This is an optimization exercise on Yosys and OpenROAD, whose aim is small area, a short achievable clock period and few clock cycles per item, not a production implementation.
In this exercise RTL edits were held to simulation tests only and were not proved equivalent to the original.
Power is estimated from default activity; no workload was simulated.

## run A
==> module prrs_pick, before the edit <==
module prrs_pick (
    input  logic                           clk,
    input  logic                           rst_n,
    input  logic [prrs_pkg::PID_RANGE-1:0] rdy,
    input  logic [prrs_pkg::GRP_N-1:0]     grp_any,
    input  logic [prrs_pkg::PID_W-1:0]     rr,
    input  logic                           running,
    input  logic                           take,      
    input  logic                           wr,        
    input  logic [prrs_pkg::PID_W-1:0]     wr_pid,
    input  logic                           wr_rdy,    
    output logic                           found,
    output logic [prrs_pkg::PID_W-1:0]     idx
);
    localparam int GW  = prrs_pkg::GRP_W;
    localparam int GN  = prrs_pkg::GRP_N;
    localparam int GIW = prrs_pkg::GRP_IW;
    logic [GW-1:0]  rrg_reg;
    logic [GIW-1:0] grp_enc [GN];
    logic [GIW-1:0] rh;
    logic [GIW-1:0] rl;
    logic [GN-1:0]  rh_oh;
    logic [GN-1:0]  rh_gt;
    logic [GN-1:0]  rh_lt;
    logic [GW-1:0]  rl_oh;
    logic [GW-1:0]  rl_gt;
    logic [GW-1:0]  rl_lt;
    logic           part_hi_any;
    logic           lo_any;
    logic           self_ok;
    logic [GN-1:0]  above;
    logic           above_any;
    logic [GN-1:0]  tgt;
    logic [GN-1:0]  above_fs;
    logic [GN-1:0]  all_fs;
    logic [GIW-1:0] enc_above;
    logic [GIW-1:0] enc_all;
    logic [GW-1:0]  tbits;
    logic           leave;
    assign rh = rr[prrs_pkg::PID_W-1:GIW];
    assign rl = rr[GIW-1:0];
    always_comb
    begin
        rh_oh = prrs_pkg::decode(rh);
        rl_oh = prrs_pkg::decode(rl);
        for (int g = 0; g < GN; g++)
        begin
            rh_gt[g] = (GIW'(g) > rh);
            rh_lt[g] = (GIW'(g) < rh);
        end
        for (int j = 0; j < GW; j++)
        begin
            rl_gt[j] = (GIW'(j) > rl);
            rl_lt[j] = (GIW'(j) < rl);
        end
        for (int g = 0; g < GN; g++)
        begin
            grp_enc[g] = prrs_pkg::onehot_idx(prrs_pkg::first_set(rdy[g*GW +: GW]));
        end
        part_hi_any = |(rrg_reg & rl_gt);
        self_ok     = |(rrg_reg & rl_oh) & !running;
        above     = grp_any & rh_gt;
        above_any = |above;
        lo_any    = |(rrg_reg & rl_lt) | |(grp_any & rh_lt);
        if (above_any)
            tgt = prrs_pkg::first_set(above);
        else
            tgt = prrs_pkg::first_set(grp_any);
        above_fs  = prrs_pkg::first_set(above);
        all_fs    = prrs_pkg::first_set(grp_any);
        enc_above = '0;
        enc_all   = '0;
        tbits     = '0;
        for (int g = 0; g < GN; g++)
        begin
            enc_above = enc_above | (grp_enc[g] & {GIW{above_fs[g]}});
            enc_all   = enc_all | (grp_enc[g] & {GIW{all_fs[g]}});
            tbits     = tbits | (rdy[g*GW +: GW] & {GW{tgt[g]}});
        end
        found = part_hi_any | above_any | lo_any | self_ok;
        leave = !part_hi_any && (above_any || lo_any);
        if (part_hi_any)
            idx = {rh, prrs_pkg::onehot_idx(prrs_pkg::first_set(rrg_reg & rl_gt))};
        else if (above_any)
            idx = {prrs_pkg::onehot_idx(above_fs), enc_above};
        else if (lo_any)
            idx = {prrs_pkg::onehot_idx(all_fs), enc_all};
        else
            idx = rr;
    end
    always_ff @(posedge clk or negedge rst_n)
    begin
        if (!rst_n)
        begin
            rrg_reg <= '0;
        end
        else if (take && leave)
        begin
            rrg_reg <= tbits;
        end
        else if (wr && (wr_pid[prrs_pkg::PID_W-1:GIW] == rh))
        begin
            rrg_reg[wr_pid[GIW-1:0]] <= wr_rdy;
        end
    end
endmodule
export LEC_CHECK = 0
export ABC_AREA = 1
export CAP_MARGIN = 20
export CORE_MARGIN = 2
export CORE_UTILIZATION = 40
export CTS_CLUSTER_DIAMETER = 60
export CTS_CLUSTER_SIZE = 20
export SLEW_MARGIN = 20
export TNS_END_PERCENT = 20
create_clock -name core_clock -period 10.0 [get_ports {clk}]
standard.sh (not shown) runs the stock make flow with config.mk's settings and CLKGATE_MAP_FILE= SYNTH_SCRIPT=/design/flow/synth_recipe.tcl, a recipe that flattens the netlist after the stock synthesis.
==> flow/flow/run.sh <==
#!/bin/bash
set -euo pipefail
bash standard.sh SETUP_SLACK_MARGIN=6.8 "BUFFER_PORTS_ARGS=-buffer_cell sky130_fd_sc_hd__buf_4" finish > standard_flow.log 2>&1
Testbench counts of run A, summed over its fixed seeds: cycles 24,016, items 24,000.
#### Input delta (run B over run A)
--- a/flow/design.v
+++ b/flow/design.v
@@ -108,10 +108,7 @@
     logic [GN-1:0]  above;
     logic           above_any;
     logic [GN-1:0]  tgt;
-    logic [GN-1:0]  above_fs;
-    logic [GN-1:0]  all_fs;
-    logic [GIW-1:0] enc_above;
-    logic [GIW-1:0] enc_all;
+    logic [GIW-1:0] enc_tgt;
     logic [GW-1:0]  tbits;
     logic           leave;
     assign rh = rr[prrs_pkg::PID_W-1:GIW];
@@ -143,25 +140,19 @@
             tgt = prrs_pkg::first_set(above);
         else
             tgt = prrs_pkg::first_set(grp_any);
-        above_fs  = prrs_pkg::first_set(above);
-        all_fs    = prrs_pkg::first_set(grp_any);
-        enc_above = '0;
-        enc_all   = '0;
-        tbits     = '0;
+        enc_tgt = '0;
+        tbits   = '0;
         for (int g = 0; g < GN; g++)
         begin
-            enc_above = enc_above | (grp_enc[g] & {GIW{above_fs[g]}});
-            enc_all   = enc_all | (grp_enc[g] & {GIW{all_fs[g]}});
-            tbits     = tbits | (rdy[g*GW +: GW] & {GW{tgt[g]}});
+            enc_tgt = enc_tgt | (grp_enc[g] & {GIW{tgt[g]}});
+            tbits   = tbits | (rdy[g*GW +: GW] & {GW{tgt[g]}});
         end
         found = part_hi_any | above_any | lo_any | self_ok;
         leave = !part_hi_any && (above_any || lo_any);
         if (part_hi_any)
             idx = {rh, prrs_pkg::onehot_idx(prrs_pkg::first_set(rrg_reg & rl_gt))};
-        else if (above_any)
-            idx = {prrs_pkg::onehot_idx(above_fs), enc_above};
-        else if (lo_any)
-            idx = {prrs_pkg::onehot_idx(all_fs), enc_all};
+        else if (above_any || lo_any)
+            idx = {prrs_pkg::onehot_idx(tgt), enc_tgt};
         else
             idx = rr;
     end
## What came out
- Both conditions hold for run B: the flow ran to the end and the final layout passed the timing, design-rule and antenna checks.
- Summary of run B over run A: total chip power went up, overall overflow remaining after global route stayed essentially flat.
- Re detailed-routed wire length on met2: run B is 260 um up on run A.
- Summary — vertical extent of the die, run B relative to run A: lower, by about 1%.
- Placed wire-length estimate went down by a few percent going from run A to run B.
- When run B is measured against run A, its multi-input logic cell count turns out 230 lower.
- Relative to run A, the first-iteration DRC count measured on run B has decreased by more than 10%.
- Lower fraction of power spent switching nets goes to run B over run A.
- In run B, combinational share of power is lower than in run A.
Testbench counts of run B, summed over its fixed seeds: cycles 24,016, items 24,000.

port drivers added, routing unchanged:
In the flow no input, the clock included, has a driving cell. The finished layouts below were timed again as built, in two steps. Step 1 assumes that a clkbuf_16 drives the clock port and a buf_2 every other input. Step 2 adds t to the input delays and takes it off the output delays; t is the mean of the earliest and latest rising clock arrival at the registers after step 1. Input paths then give back, and output paths get back, about the clock's delay inside the block. Slacks: ideal / step 1 / step 2; pairs: ideal / step 1.
run	t, ns	setup slack, ns	hold WS [ns]	worst setup path after step 2	pins driven straight from the clock port
run A	0.718	6.556 / 6.556 / 6.381	0.455 / 0.455 / 0.455	input to register	1
run B	0.693	6.640 / 6.640 / 6.321	0.475 / 0.475 / 0.475	input, reset recovery	1
After both steps every run listed still meets setup and hold. For run B, which loses most, drivers alone change the setup slack by 0.000 ns; drivers and shift together by -0.319 ns. The worst setup slack also covers recovery checks on asynchronous resets.
